Background: an optimization exercise with open tools, aiming at small area, a short achievable clock period and few clock cycles. Do not read the settings as production practice.
Where RTL was checked, it was by simulation tests only, not by an equivalence proof against the original.

Setup of v6:
==> flow/design.v <==
`default_nettype none
package bus_pkg;
    typedef logic [31:0] addr_t;
    typedef logic [31:0] word_t;
    typedef logic [3:0] strobe_t;
    typedef enum logic [1:0] {
        MSIZE1 = 2'd0,    
        MSIZE4 = 2'd2     
    } msize_t;
    localparam addr_t RESET_PC = 32'hbfc00000;
endpackage
`default_nettype wire
`default_nettype none
package mips_pkg;
    localparam int OPC_LSB = 26;
    localparam int OPC_W   = 6;
    localparam int RS_LSB  = 21;
    localparam int RT_LSB  = 16;
    localparam int RD_LSB  = 11;
    localparam int REG_W   = 5;
    localparam int IMM_W   = 16;
    typedef enum logic [5:0] {
        OP_SPECIAL = 6'h00,
        OP_BEQ     = 6'h04,
        OP_BNE     = 6'h05,
        OP_ADDIU   = 6'h09,
        OP_ORI     = 6'h0d,
        OP_LUI     = 6'h0f,
        OP_LW      = 6'h23,
        OP_SB      = 6'h28,
        OP_SW      = 6'h2b
    } opcode_t;
    typedef enum logic [5:0] {
        FN_ADDU = 6'h21,
        FN_SUBU = 6'h23,
        FN_AND  = 6'h24,
        FN_OR   = 6'h25,
        FN_SLT  = 6'h2a
    } funct_t;
    typedef enum logic [2:0] {
        ALU_ADD,
        ALU_SUB,
        ALU_AND,
        ALU_OR,
        ALU_SLT,    
        ALU_LUI     
    } alu_op_t;
endpackage
`default_nettype wire
`default_nettype none
module addr_translate (
    input  bus_pkg::addr_t vaddr,
    output bus_pkg::addr_t paddr,
    output logic           uncached
);
    assign paddr[27:0]  = vaddr[27:0];
    assign paddr[31:28] = (vaddr[31:30] == 2'b10) ? {3'b000, vaddr[28]} : vaddr[31:28];
    assign uncached     = (vaddr[31:29] == 3'b101);
endmodule
`default_nettype wire
`default_nettype none
module regfile (
    input  logic           clk,
    input  logic [31:1]    rsel,
    input  logic           xsel,
    input  bus_pkg::word_t xd,
    output bus_pkg::word_t rd,
    input  logic           clr,
    input  logic           we,
    input  logic [4:0]     wa,
    input  bus_pkg::word_t wd
);
    bus_pkg::word_t regs [1:31];
    always_ff @(posedge clk) begin
        for (int i = 1; i < 32; i++) begin
            if (clr || (we && wa == 5'(i))) regs[i] <= wd;
        end
    end
    always_comb begin
        rd = xd & {32{xsel}};
        for (int i = 1; i < 32; i++) begin
            rd = rd | (regs[i] & {32{rsel[i]}});
        end
    end
endmodule
`default_nettype wire
`default_nettype none
module alu (
    input  logic [4:0]     op,
    input  logic           cin,
    input  bus_pkg::word_t a,
    input  bus_pkg::word_t b,
    output bus_pkg::word_t y
);
    bus_pkg::word_t sum;
    logic           lt;
    ks_add #(.W (32)) u_add (.a (a), .b (b), .cin (cin), .s (sum));
    assign lt  = (a[31] == b[31]) ? a[31] : sum[31];
    assign y = (sum & {32{op[0]}})
             | (a & b & {32{op[1]}})
             | ((a | b) & {32{op[2]}})
             | ({31'd0, lt} & {32{op[3]}})
             | (b & {32{op[4]}});
endmodule
`default_nettype wire
`default_nettype none
module ks_add #(
    parameter int W = 32,
    parameter int L = 5      
) (
    input  logic [W-1:0] a,
    input  logic [W-1:0] b,
    input  logic         cin,
    output logic [W-1:0] s
);
    logic [W-1:0] g [0:L];
    logic [W-1:0] p [0:L];
    logic [W-1:0] c;
    always_comb begin
        g[0] = a & b;
        p[0] = a ^ b;
        g[0][0] = (a[0] & b[0]) | (cin & (a[0] ^ b[0]));
        for (int l = 0; l < L; l++) begin
            for (int i = 0; i < W; i++) begin
                if (i >= (1 << l)) begin
                    g[l+1][i] = g[l][i] | (p[l][i] & g[l][i - (1 << l)]);
                    p[l+1][i] = p[l][i] & p[l][i - (1 << l)];
                end else begin
                    g[l+1][i] = g[l][i];
                    p[l+1][i] = p[l][i];
                end
            end
        end
        c[0] = cin;
        for (int i = 1; i < W; i++) c[i] = g[L][i-1];
        s = p[0] ^ c;
    end
endmodule
`default_nettype wire
`default_nettype none
module mips_core (
    input  logic             clk,
    input  logic             rst,
    output logic             mem_valid,
    output logic             mem_write,
    output logic             mem_uncached,
    output bus_pkg::addr_t   mem_addr,
    output bus_pkg::strobe_t mem_strobe,
    output bus_pkg::word_t   mem_wdata,
    input  bus_pkg::word_t   mem_rdata,
    input  logic             mem_ready
);
    logic        first;       
    logic        ex;          
    logic        dslot;       
    logic [3:0]  vtop;        
    logic [31:2] pc;          
    bus_pkg::word_t ir;
    bus_pkg::word_t a_q;      
    bus_pkg::word_t b_q;      
    bus_pkg::word_t y_q;      
    logic [31:1] rsel;        
    logic        ysel;        
    logic        clr;         
    logic        we;          
    logic [4:0]  wa;
    logic        wd_y, wd_mem;
    logic [4:0]  aop;
    logic        cin;
    logic        bpend;       
    logic        btk;         
    logic        sq;          
    logic        rpend;       
    logic [4:0]  rpend_rd;
    logic        byp_alu;     
    logic        c_br, c_bne, c_mem, c_lw, c_sb, c_r, c_imm, c_rsub;
    logic [4:0]  c_rd, c_rt, c_rop;
    logic [5:0] opc, fn;
    logic [4:0] rs, rt, rd;
    logic       is_r, is_addiu, is_ori, is_lui, is_lw, is_sw, is_sb, is_beq, is_bne;
    logic [4:0] r_op;
    logic       r_sub;
    assign opc = ir[31:26];
    assign fn  = ir[5:0];
    assign rs  = ir[25:21];
    assign rt  = ir[20:16];
    assign rd  = ir[15:11];
    always_comb begin
        r_op  = 5'b00000;
        r_sub = 1'b0;
        case (fn)
            6'h21:   r_op = 5'b00001;
            6'h23:   begin r_op = 5'b00001; r_sub = 1'b1; end
            6'h24:   r_op = 5'b00010;
            6'h25:   r_op = 5'b00100;
            6'h2a:   begin r_op = 5'b01000; r_sub = 1'b1; end
            default: r_op = 5'b00000;
        endcase
    end
    assign is_r     = (opc == 6'h00) & (r_op != 5'b00000);
    assign is_addiu = (opc == 6'h09);
    assign is_ori   = (opc == 6'h0d);
    assign is_lui   = (opc == 6'h0f);
    assign is_lw    = (opc == 6'h23);
    assign is_sw    = (opc == 6'h2b);
    assign is_sb    = (opc == 6'h28);
    assign is_beq   = (opc == 6'h04);
    assign is_bne   = (opc == 6'h05);
    assign c_br   = is_beq | is_bne;
    assign c_bne  = is_bne;
    assign c_mem  = is_lw | is_sw | is_sb;
    assign c_lw   = is_lw;
    assign c_sb   = is_sb;
    assign c_r    = is_r & (rd != 5'd0);
    assign c_imm  = is_addiu | is_ori | is_lui;
    assign c_rd   = rd;
    assign c_rt   = rt;
    assign c_rop  = r_op;
    assign c_rsub = r_sub;
    function automatic logic [31:1] onehot(input logic [4:0] r);
        for (int i = 1; i < 32; i++) onehot[i] = (r == 5'(i));
    endfunction
    bus_pkg::word_t rdata, alu_y, wdata;
    assign wdata  = ({32{wd_y}} & y_q) | ({32{wd_mem}} & mem_rdata);
    regfile u_rf (
        .clk (clk),
        .rsel (rsel), .xsel (ysel), .xd (y_q), .rd (rdata),
        .clr (clr), .we (we), .wa (wa), .wd (wdata)
    );
    alu u_alu (.op (aop), .cin (cin), .a (a_q), .b (b_q), .y (alu_y));
    logic        eq, fastbr, az, taken, sbr, go_data, nex;
    logic [31:2] pc_inc, pc_tgt;
    bus_pkg::addr_t xinc, xtgt, xdat, xred, nseq;
    logic        unc_d;
    logic [4:0]  nrs;
    assign eq      = (a_q == rdata);
    assign fastbr  = (rt == 5'd0);
    assign az      = (a_q == '0);
    assign taken   = ex & c_br & fastbr & (az ^ c_bne);
    assign sbr     = ex & c_br & ~fastbr;
    assign go_data = ex & c_mem;
    assign nex     = ~go_data & ~taken & ~sq;
    assign pc_inc  = pc + 30'd1;
    ks_add #(.W (30)) u_tgt (.a (pc), .b ({{14{ir[15]}}, ir[15:0]}), .cin (1'b0), .s (pc_tgt));
    addr_translate u_xi (.vaddr ({pc_inc, 2'b00}), .paddr (xinc), .uncached ());
    addr_translate u_xt (.vaddr ({pc_tgt, 2'b00}), .paddr (xtgt), .uncached ());
    addr_translate u_xd (.vaddr (alu_y), .paddr (xdat), .uncached (unc_d));
    addr_translate u_xr (.vaddr (y_q), .paddr (xred), .uncached ());
    assign nseq = go_data ? xdat : xinc;
    assign nrs  = dslot ? rs : mem_rdata[25:21];
    assign mem_valid = 1'b1;
    assign mem_wdata = b_q;
    always_ff @(posedge clk) begin
        if (rst) begin
            first     <= 1'b1;
            ex        <= 1'b0;
            dslot     <= 1'b0;
            vtop      <= 4'hb;
            mem_addr  <= 32'h1fc00000;
            mem_write <= 1'b0;
            clr       <= 1'b1;        
            we        <= 1'b0;
            wd_y      <= 1'b0;
            wd_mem    <= 1'b0;
            rpend     <= 1'b0;
            bpend     <= 1'b0;
            sq        <= 1'b0;
        end else begin
            first <= mem_ready;
            clr   <= 1'b0;
            if (mem_ready) begin
                if (!dslot) ir <= mem_rdata;
                dslot     <= go_data;
                ex        <= nex;
                mem_addr  <= sq ? xred : (taken ? xtgt : nseq);
                if (!go_data) vtop <= sq ? y_q[31:28] : (taken ? pc_tgt[31:28] : pc_inc[31:28]);
                sq        <= 1'b0;
                bpend     <= sbr;
                btk       <= eq ^ c_bne;
                mem_write <= go_data & ~c_lw;
                if (go_data) begin
                    mem_uncached <= unc_d;
                    mem_strobe   <= c_sb ? (4'b0001 << alu_y[1:0]) : 4'b1111;
                end
                if (ex) b_q <= c_sb ? {4{rdata[7:0]}} : (c_rsub ? ~rdata : rdata);
                if (ex & c_imm) y_q <= alu_y;
                if (sbr) y_q <= {pc_tgt, 2'b00};
                aop      <= c_rop;
                cin      <= c_rsub;
                rpend    <= ex & c_r;
                rpend_rd <= c_rd;
                byp_alu  <= ex & c_r & (c_rd == nrs);
                we       <= (ex & c_imm) | (go_data & c_lw);
                wa       <= c_rt;
                wd_y     <= ex & c_imm;
                wd_mem   <= go_data & c_lw;
            end else if (first) begin
                if (!dslot) pc <= {vtop, mem_addr[27:2]};
                bpend <= 1'b0;
                if (bpend & btk) begin
                    sq <= 1'b1;
                    ex <= 1'b0;
                end
                if (rpend) y_q <= alu_y;
                if (rpend) begin
                    we   <= 1'b1;
                    wa   <= rpend_rd;
                    wd_y <= 1'b1;
                end else if (!dslot) begin
                    we   <= 1'b0;
                    wd_y <= 1'b0;
                end
                if (ex) begin
                    a_q    <= byp_alu ? alu_y : rdata;
                    b_q    <= is_lui ? {ir[15:0], 16'h0000} :
                              is_ori ? {16'h0000, ir[15:0]} : {{16{ir[15]}}, ir[15:0]};
                    aop    <= is_ori ? 5'b00100 : is_lui ? 5'b10000 : 5'b00001;
                    cin    <= 1'b0;
                end
            end else begin
                if (!dslot) we <= 1'b0;
                if (ex & c_imm) y_q <= alu_y;
            end
        end
    end
    always_ff @(posedge clk) begin
        if (mem_ready) begin
            rsel <= (ex & c_imm & (c_rt == nrs)) ? '0 : onehot(nrs);
            ysel <= ex & c_imm & (c_rt == nrs) & (nrs != 5'd0);
        end else if (first) begin
            rsel <= (rpend & (rpend_rd == rt)) ? '0 : onehot(rt);
            ysel <= rpend & (rpend_rd == rt);
        end else begin
            rsel <= onehot(rt);    
            ysel <= 1'b0;
        end
    end
endmodule
`default_nettype wire
`default_nettype none
module soc_top (
    input  logic             clk,
    input  logic             rst,
    output logic             mem_valid,
    output logic             mem_write,
    output logic             mem_uncached,
    output bus_pkg::addr_t   mem_addr,
    output bus_pkg::strobe_t mem_strobe,
    output bus_pkg::word_t   mem_wdata,
    input  bus_pkg::word_t   mem_rdata,
    input  logic             mem_ready
);
    mips_core core (
        .clk, .rst,
        .mem_valid, .mem_write, .mem_uncached, .mem_addr, .mem_strobe, .mem_wdata,
        .mem_rdata, .mem_ready
    );
endmodule
`default_nettype wire
export LEC_CHECK = 0
export CAP_MARGIN = 30
export CORE_MARGIN = 2
export CORE_UTILIZATION = 55
export SLEW_MARGIN = 30
create_clock -name core_clock -period 12.0 [get_ports {clk}]
standard.sh (not shown) runs the stock make flow with config.mk's settings and CLKGATE_MAP_FILE= SYNTH_SCRIPT=/design/flow/synth_recipe.tcl, a recipe that flattens the netlist after the stock synthesis.
==> flow/flow/run.sh <==
#!/bin/bash
# Standard layout (the standard.sh) with timing repair aimed well below
# the 12 ns period. Gate cloning is skipped: it left high-fanout nets that
# failed the slew check after routing. The clock tree uses larger sink
# clusters and no dummy loads: fewer buffers and a shorter insertion delay.
set -o pipefail
bash standard.sh SETUP_SLACK_MARGIN=8.8 SKIP_GATE_CLONING=1 \
  "CTS_ARGS=-sink_clustering_enable -repair_clock_nets -sink_clustering_size 30 -sink_clustering_max_diameter 70 -dont_use_dummy_load" \
  finish > standard_make.log 2>&1
Testbench counts of v6, summed over its fixed seeds: cycles 244,580.
diff inputs: v6 => v7
--- a/flow/design.v
+++ b/flow/design.v
@@ -91,7 +91,7 @@
     input  bus_pkg::word_t a,
     input  bus_pkg::word_t b,
-    output bus_pkg::word_t y
+    output bus_pkg::word_t y,
+    output bus_pkg::word_t sum      
 );
-    bus_pkg::word_t sum;
     logic           lt;
     ks_add #(.W (32)) u_add (.a (a), .b (b), .cin (cin), .s (sum));
@@ -106,6 +106,5 @@
 `default_nettype none
 module ks_add #(
-    parameter int W = 32,
-    parameter int L = 5      
+    parameter int W = 32
 ) (
     input  logic [W-1:0] a,
@@ -114,4 +113,5 @@
     output logic [W-1:0] s
 );
+    localparam int L = $clog2(W);
     logic [W-1:0] g [0:L];
     logic [W-1:0] p [0:L];
@@ -168,7 +168,4 @@
     logic [4:0]  aop;
     logic        cin;
-    logic        bpend;       
-    logic        btk;         
-    logic        sq;          
     logic        rpend;       
     logic [4:0]  rpend_rd;
@@ -221,5 +218,5 @@
         for (int i = 1; i < 32; i++) onehot[i] = (r == 5'(i));
     endfunction
-    bus_pkg::word_t rdata, alu_y, wdata;
+    bus_pkg::word_t rdata, alu_y, alu_s, wdata;
     assign wdata  = ({32{wd_y}} & y_q) | ({32{wd_mem}} & mem_rdata);
     regfile u_rf (
@@ -228,23 +225,19 @@
         .clr (clr), .we (we), .wa (wa), .wd (wdata)
     );
-    alu u_alu (.op (aop), .cin (cin), .a (a_q), .b (b_q), .y (alu_y));
-    logic        eq, fastbr, az, taken, sbr, go_data, nex;
+    alu u_alu (.op (aop), .cin (cin), .a (a_q), .b (b_q), .y (alu_y), .sum (alu_s));
+    logic        eq, taken, go_data, nex;
     logic [31:2] pc_inc, pc_tgt;
-    bus_pkg::addr_t xinc, xtgt, xdat, xred, nseq;
+    bus_pkg::addr_t xinc, xtgt, xdat, nseq;
     logic        unc_d;
     logic [4:0]  nrs;
     assign eq      = (a_q == rdata);
-    assign fastbr  = (rt == 5'd0);
-    assign az      = (a_q == '0);
-    assign taken   = ex & c_br & fastbr & (az ^ c_bne);
-    assign sbr     = ex & c_br & ~fastbr;
+    assign taken   = ex & c_br & (eq ^ c_bne);
     assign go_data = ex & c_mem;
-    assign nex     = ~go_data & ~taken & ~sq;
+    assign nex     = ~go_data & ~taken;
     assign pc_inc  = pc + 30'd1;
     ks_add #(.W (30)) u_tgt (.a (pc), .b ({{14{ir[15]}}, ir[15:0]}), .cin (1'b0), .s (pc_tgt));
     addr_translate u_xi (.vaddr ({pc_inc, 2'b00}), .paddr (xinc), .uncached ());
     addr_translate u_xt (.vaddr ({pc_tgt, 2'b00}), .paddr (xtgt), .uncached ());
-    addr_translate u_xd (.vaddr (alu_y), .paddr (xdat), .uncached (unc_d));
-    addr_translate u_xr (.vaddr (y_q), .paddr (xred), .uncached ());
+    addr_translate u_xd (.vaddr (alu_s), .paddr (xdat), .uncached (unc_d));
     assign nseq = go_data ? xdat : xinc;
     assign nrs  = dslot ? rs : mem_rdata[25:21];
@@ -264,6 +257,4 @@
             wd_mem    <= 1'b0;
             rpend     <= 1'b0;
-            bpend     <= 1'b0;
-            sq        <= 1'b0;
         end else begin
             first <= mem_ready;
@@ -273,17 +264,13 @@
                 dslot     <= go_data;
                 ex        <= nex;
-                mem_addr  <= sq ? xred : (taken ? xtgt : nseq);
-                if (!go_data) vtop <= sq ? y_q[31:28] : (taken ? pc_tgt[31:28] : pc_inc[31:28]);
-                sq        <= 1'b0;
-                bpend     <= sbr;
-                btk       <= eq ^ c_bne;
+                mem_addr  <= taken ? xtgt : nseq;
+                if (!go_data) vtop <= taken ? pc_tgt[31:28] : pc_inc[31:28];
                 mem_write <= go_data & ~c_lw;
                 if (go_data) begin
                     mem_uncached <= unc_d;
-                    mem_strobe   <= c_sb ? (4'b0001 << alu_y[1:0]) : 4'b1111;
+                    mem_strobe   <= c_sb ? (4'b0001 << alu_s[1:0]) : 4'b1111;
                 end
                 if (ex) b_q <= c_sb ? {4{rdata[7:0]}} : (c_rsub ? ~rdata : rdata);
                 if (ex & c_imm) y_q <= alu_y;
-                if (sbr) y_q <= {pc_tgt, 2'b00};
                 aop      <= c_rop;
                 cin      <= c_rsub;
@@ -297,9 +284,4 @@
             end else if (first) begin
                 if (!dslot) pc <= {vtop, mem_addr[27:2]};
-                bpend <= 1'b0;
-                if (bpend & btk) begin
-                    sq <= 1'b1;
-                    ex <= 1'b0;
-                end
                 if (rpend) y_q <= alu_y;
                 if (rpend) begin
## What came out
On total of flip-flops plus latches after synthesis, v7 and v6 are neck and neck. Relative to v6, multi-input gate area in the final layout has decreased by 1.9% in v7. Delta(count of buffer and inverter cells on the critical path, v7 - v6) > 0. Going from v6 to v7, die area decreased by 0.85% relative to the old numbers; required arrival time at the worst endpoint moved up. v7 vs. v6: horizontal die dimension went down by about 0.43%. v6 → v7: post-layout worst setup margin lost 330 ps, share of cell area taken by muxes after synthesis picked up an extra 0.45 points, aggregate routed wire length lost 2.3%.
Function not checked in v7: the RTL went through the layout flow alone.

==> afterwards: timing with drivers on the ports <==
The results above use ideal ports. As a check the final layouts listed here were re-extracted and re-timed, cells and wires unchanged.
Step 1 (the two cells are an assumption about what drives the block):
set clk [get_ports {clk}]
set_driving_cell -lib_cell sky130_fd_sc_hd__clkbuf_16 $clk
set_driving_cell -lib_cell sky130_fd_sc_hd__buf_2 [delete_from_list [all_inputs] $clk]
Step 2, shift: input delay + t, output delay - t, t = (earliest + latest rising clock arrival at the registers) / 2. This alone moves slack from input paths to output paths.
Three values: no drivers, after step 1, after step 2; two values: the first two.
run	shift t [ns]	setup WS [ns]	worst hold slack (ns)
v6	0.707	8.264 / 8.193 / 8.024	0.449 / 0.449 / 0.449
v7	0.764	7.937 / 7.937 / 7.919	0.448 / 0.448 / 0.448
After both steps setup and hold are still met in every run listed. For v6, which loses most, drivers alone change the setup slack by -0.071 ns; drivers and shift together by -0.240 ns.
